From an optimization exercise on the open Yosys and OpenROAD flow, aimed at small area; shortcuts taken in it are not production practice.
At most, simulation tests tie the RTL to the original design; equivalence was not proved.
Power and IR drop assume default switching activity.

== the previous run ==
==> flow/design.v <==
package cpu_pkg;
    typedef logic signed [16-1:0] word_t;
    typedef logic [12-1:0] pc_t;
    typedef logic [16-1:0] instr_t;
    typedef logic [4-1:0] reg_addr_t;
    typedef logic [12-1:0] data_addr_t;
    typedef enum logic [2:0] {
        st_fetch,
        st_fetch_wait,
        st_execute,
        st_mem,
        st_mem_wait,
        st_halt
    } ctrl_state_t;
endpackage
`timescale 1ns/10ps
module cpu_top (
    input  logic                clk,
    input  logic                rst_n,
    output logic                fetch_req,
    output cpu_pkg::pc_t        fetch_addr,
    input  logic                fetch_valid,
    input  cpu_pkg::instr_t     fetch_instr,
    output logic                mem_rd_req,
    output logic                mem_wr_req,
    output cpu_pkg::data_addr_t mem_addr,
    output cpu_pkg::word_t      mem_wdata,
    input  logic                mem_rvalid,
    input  cpu_pkg::word_t      mem_rdata,
    input  logic                mem_wack,
    output logic                retire,
    output logic                halted
);
    localparam logic [2:0] S_CLR  = 3'd0;    
    localparam logic [2:0] S_F    = 3'd1;    
    localparam logic [2:0] S_FW   = 3'd2;    
    localparam logic [2:0] S_E1   = 3'd3;    
    localparam logic [2:0] S_E2   = 3'd4;    
    localparam logic [2:0] S_W    = 3'd5;    
    localparam logic [2:0] S_LW   = 3'd6;    
    localparam logic [2:0] S_HALT = 3'd7;
    logic [3:0] ph;
    logic [2:0] state;
    logic [2:0] state_next;
    logic       dpend;        
    logic       ir_ok;        
    logic       ir_rdy;       
    logic [15:0] ir;
    logic ph0, ph15;
    assign ph0  = (ph == 4'd0);
    assign ph15 = (ph == 4'd15);
    always_ff @(posedge clk or negedge rst_n) begin
        if (!rst_n) ph <= 4'd0;
        else        ph <= ph + 4'd1;
    end
    logic is_jmp, is_beq, is_mem, is_load, is_store, is_alu, is_sub, is_mul, is_slt;
    assign is_jmp   = ir[15] && !ir[13];
    assign is_beq   = ir[15] && ir[13];
    assign is_mem   = !ir[15] && ir[14];
    assign is_load  = is_mem && ir[13];
    assign is_store = is_mem && !ir[13];
    assign is_alu   = !ir[15] && !ir[14];
    assign is_sub   = (ir[13] == ir[0]);
    assign is_mul   = ir[13] && !ir[0];
    assign is_slt   = ir[13] && ir[0];
    logic in_clr, in_f, in_fw, in_e1, in_e2, in_w, in_lw, in_halt;
    assign in_clr  = (state == S_CLR);
    assign in_f    = (state == S_F);
    assign in_fw   = (state == S_FW);
    assign in_e1   = (state == S_E1);
    assign in_e2   = (state == S_E2);
    assign in_w    = (state == S_W);
    assign in_lw   = (state == S_LW);
    assign in_halt = (state == S_HALT);
    logic [15:0] rb0;         
    logic        rs_bit, rt_bit;
    logic        we_any;
    logic        wbit;
    logic [3:0]  wsel;
    assign rs_bit = rb0[ir[12:9]];
    assign rt_bit = rb0[ir[8:5]];
    assign wsel   = ir[14] ? ir[8:5] : ir[4:1];
    for (genvar r = 0; r < 16; r++) begin : g_ring
        logic        we_r;
        logic [15:0] q;
        assign we_r   = in_clr || (we_any && (wsel == 4'(r)));
        assign rb0[r] = q[0];
        always_ff @(posedge clk) begin
            q <= {(we_r ? wbit : q[0]), q[15:1]};
        end
    end
    logic [15:0] pcq;
    logic        pc_we;
    logic        pc_wbit;
    logic        pc_bit;
    assign pc_bit     = pcq[0];
    assign fetch_addr = pcq[11:0];
    always_ff @(posedge clk) begin
        pcq <= {(pc_we ? pc_wbit : pcq[0]), pcq[15:1]};
    end
    logic imm_bit;
    logic jt_bit;
    logic [15:0] jvec;
    assign imm_bit = ph[3] || ph[2] ? ir[4] : ir[ph[1:0]];
    assign jvec    = {ir[12:9], ir[12:1]};
    assign jt_bit  = jvec[ph];
    logic c;
    logic add_a, add_b, cin0, cin, sum, cout;
    assign add_a = (in_f || in_e2) ? pc_bit : rs_bit;
    assign add_b = in_f ? 1'b0 : ((in_e2 || is_mem) ? imm_bit : (rt_bit ^ is_sub));
    assign cin0  = in_f || (is_alu && is_sub && !in_e2);
    assign cin   = ph0 ? cin0 : c;
    assign sum   = add_a ^ add_b ^ cin;
    assign cout  = (add_a & add_b) | (add_a & cin) | (add_b & cin);
    always_ff @(posedge clk) begin
        c <= cout;
    end
    logic flag;
    logic eqbit;
    logic lt;
    assign eqbit = (rs_bit == rt_bit);
    assign lt    = (rs_bit != rt_bit) ? rs_bit : sum;
    always_ff @(posedge clk) begin
        if (in_e1) flag <= is_beq ? ((ph0 || flag) && eqbit) : lt;
    end
    logic [15:0] tq;
    logic        tshift;
    logic        tin;
    assign tshift = !(in_e2 || in_lw || (in_e1 && is_load && ph[3] && ph[2]));
    assign tin    = rt_bit && !is_load;
    always_ff @(posedge clk) begin
        if (mem_rvalid || tshift)
            tq <= {tin, tq[15:1]} | ({16{mem_rvalid}} & mem_rdata);
    end
    assign mem_wdata = {tq[4:0], tq[15:5]};
    logic [14:0] acc;
    logic [14:0] mp;
    logic        mb;
    assign mb = rs_bit && in_e2;
    logic [15:0] mc;
    assign mc[0] = 1'b0;
    for (genvar i = 0; i < 15; i++) begin : g_madd
        logic pp;
        assign pp      = mb && tq[i];
        assign mp[i]   = acc[i] ^ pp ^ mc[i];
        assign mc[i+1] = (acc[i] && pp) || (mc[i] && (acc[i] ^ pp));
    end
    always_ff @(posedge clk) begin
        acc <= {((in_e1 && is_mem) ? sum : (mb && tq[15])), mp[14:1]};
    end
    assign mem_addr = {sum, acc[14:4]};
    assign we_any = (in_e1 && is_alu && !ir[13])
                 || (in_e2 && is_alu)
                 || in_w;
    assign wbit   = in_clr ? 1'b0
                  : in_w   ? tq[0]
                  : in_e2  ? (ir[0] ? (ph0 && flag) : mp[0])
                  : sum;
    assign pc_we   = in_clr || in_f || (in_e1 && is_jmp) || (in_e2 && is_beq);
    assign pc_wbit = in_clr ? 1'b0 : (in_e1 ? jt_bit : sum);
    logic go;
    assign go = ir_rdy && !(is_mem && dpend);
    always_comb begin
        state_next = state;
        case (state)
            S_CLR:  if (ph15) state_next = S_F;
            S_F: begin
                if (ph0 && pcq[11]) state_next = S_HALT;
                else if (ph15)      state_next = go ? S_E1 : S_FW;
            end
            S_FW:   if (ph15 && go) state_next = S_E1;
            S_E1: begin
                if (ph15) begin
                    if (is_load)                              state_next = (dpend && !mem_rvalid) ? S_LW : S_W;
                    else if (is_alu && ir[13])                state_next = S_E2;
                    else if (is_beq && flag && eqbit)         state_next = S_E2;
                    else                                      state_next = S_F;
                end
            end
            S_E2:   if (ph15) state_next = S_F;
            S_W:    if (ph15) state_next = S_F;
            S_LW:   if (ph15 && (!dpend || mem_rvalid)) state_next = S_W;
            default: state_next = S_HALT;
        endcase
    end
    always_ff @(posedge clk or negedge rst_n) begin
        if (!rst_n) begin
            state   <= S_CLR;
            dpend   <= 1'b0;
        end else begin
            state <= state_next;
            if (mem_rd_req || mem_wr_req)       dpend <= 1'b1;
            else if (mem_rvalid || mem_wack)    dpend <= 1'b0;
        end
    end
    always_ff @(posedge clk) begin
        if (fetch_valid) ir <= fetch_instr;
        if (fetch_req)        ir_ok <= 1'b0;
        else if (fetch_valid) ir_ok <= 1'b1;
        if (ph == 4'd10)      ir_rdy <= ir_ok;
    end
    assign fetch_req  = in_f && ph0 && !pcq[11];
    assign mem_rd_req = in_e1 && is_load && (ph == 4'd11);
    assign mem_wr_req = in_e1 && is_store && (ph == 4'd11);
    assign retire     = ph15 && (in_e1 || in_e2 || in_w) && (state_next == S_F);
    assign halted     = in_halt && !dpend;
endmodule
Settings: LEC_CHECK=0, CAP_MARGIN=20, CORE_MARGIN=2, CORE_UTILIZATION=70, PLACE_DENSITY=0.9, SLEW_MARGIN=20; clock period 10.0 ns.
standard.sh (not shown) runs the stock make flow with config.mk's settings and CLKGATE_MAP_FILE= SYNTH_SCRIPT=/design/flow/synth_recipe.tcl, a recipe that flattens the netlist after the stock synthesis.
==> flow/flow/run.sh <==
#!/bin/bash
# Standard ORFS layout, with plain buf_1 port buffers and a lighter clock tree
# (small clock buffers, no CTS dummy loads).
set -euo pipefail
export BUFFER_PORTS_ARGS="-buffer_cell sky130_fd_sc_hd__buf_1"
export CTS_ARGS="-sink_clustering_enable -repair_clock_nets -dont_use_dummy_load -buf_list sky130_fd_sc_hd__clkbuf_4 -sink_clustering_size 12 -sink_clustering_max_diameter 35"
bash standard.sh > flow.log 2>&1
The previous run finished every step from synthesis to the final layout, and the layout passed the timing, DRC and antenna checks.
Input changes introduced in the current run (baseline for comparison: the previous run):
diff --git a/flow/design.v b/flow/design.v
--- a/flow/design.v
+++ b/flow/design.v
@@ -109,22 +109,20 @@
     assign add_a = (in_f || in_e2) ? pc_bit : rs_bit;
     assign add_b = in_f ? 1'b0 : ((in_e2 || is_mem) ? imm_bit : (rt_bit ^ is_sub));
     assign cin0  = in_f || (is_alu && is_sub && !in_e2);
     assign cin   = ph0 ? cin0 : c;
     assign sum   = add_a ^ add_b ^ cin;
     assign cout  = (add_a & add_b) | (add_a & cin) | (add_b & cin);
-    always_ff @(posedge clk) begin
-        c <= cout;
-    end
-    logic flag;
     logic eqbit;
     logic lt;
     assign eqbit = (rs_bit == rt_bit);
     assign lt    = (rs_bit != rt_bit) ? rs_bit : sum;
     always_ff @(posedge clk) begin
-        if (in_e1) flag <= is_beq ? ((ph0 || flag) && eqbit) : lt;
+        if (in_e1 && is_beq)    c <= (ph0 || c) && eqbit;
+        else if (in_e1 && ph15) c <= lt;
+        else                    c <= cout;
     end
     logic [15:0] tq;
     logic        tshift;
     logic        tin;
     assign tshift = !(in_e2 || in_lw || (in_e1 && is_load && ph[3] && ph[2]));
     assign tin    = rt_bit && !is_load;
@@ -151,13 +149,13 @@
     assign mem_addr = {sum, acc[14:4]};
     assign we_any = (in_e1 && is_alu && !ir[13])
                  || (in_e2 && is_alu)
                  || in_w;
     assign wbit   = in_clr ? 1'b0
                   : in_w   ? tq[0]
-                  : in_e2  ? (ir[0] ? (ph0 && flag) : mp[0])
+                  : in_e2  ? (ir[0] ? (ph0 && c) : mp[0])
                   : sum;
     assign pc_we   = in_clr || in_f || (in_e1 && is_jmp) || (in_e2 && is_beq);
     assign pc_wbit = in_clr ? 1'b0 : (in_e1 ? jt_bit : sum);
     logic go;
     assign go = ir_rdy && !(is_mem && dpend);
     always_comb begin
@@ -170,13 +168,13 @@
             end
             S_FW:   if (ph15 && go) state_next = S_E1;
             S_E1: begin
                 if (ph15) begin
                     if (is_load)                              state_next = (dpend && !mem_rvalid) ? S_LW : S_W;
                     else if (is_alu && ir[13])                state_next = S_E2;
-                    else if (is_beq && flag && eqbit)         state_next = S_E2;
+                    else if (is_beq && c && eqbit)            state_next = S_E2;
                     else                                      state_next = S_F;
                 end
             end
             S_E2:   if (ph15) state_next = S_F;
             S_W:    if (ph15) state_next = S_F;
             S_LW:   if (ph15 && (!dpend || mem_rvalid)) state_next = S_W;
The current run: no failed stages, no open violations at the end. Compared with the previous run, the current run improves worst setup slack. The final instance area on the current run is in line with that on the previous run. The current run vs. the previous run: synthesized instance count increased 0.82%, portion of total power attributed to the clock network went up 0.9 points, internal portion of total power fell by 0.000028 W. The current run and the previous run ended up with nearly the same post-synthesis share of cell area spent on full adders, half adders and majority gates. Remaining routing DRC violations: the current run vs the previous run identical. The current run ended up with a higher area after synthesis than the previous run did. The current run vs the previous run: number of sinks on the clock net down slightly. The current run ended with less met1 layer wirelength in the final routing than the previous run. Relative to the previous run, the initial detailed-routing violation count of the current run is lower by 90. Sort the current run and the previous run by global-route usage, descending, and the previous run comes first. Comparing the current run and the previous run, layout sequential cell count is higher on the previous run. Across both runs, routed via count divided by cell count was lower for the current run than for the previous run.
The RTL of the current run was laid out without a check of its function.

[what the ideal ports hide]
The results above use ideal ports. As a check the final layouts listed here were re-extracted and re-timed, cells and wires unchanged. Step 1 assumes that a clkbuf_16 drives the clock port and a buf_2 every other input. Step 2, shift: input delay + t, output delay - t, t = (earliest + latest rising clock arrival at the registers) / 2. This alone moves slack from input paths to output paths. Three values: ideal, step 1, step 2; two values: the first two.
run | shift t [ns] | setup slack, ns | worst hold slack (ns) | worst setup path after step 2 | worst data-port slew with drivers (ns)
the previous run | 0.627 | 2.300 / 2.300 / 2.300 | 0.309 / 0.309 / 0.309 | register to register | 0.05
the current run | 0.619 | 2.584 / 2.584 / 2.584 | 0.289 / 0.289 / 0.289 | register to register | 0.05
After both steps every run listed still meets setup and hold.
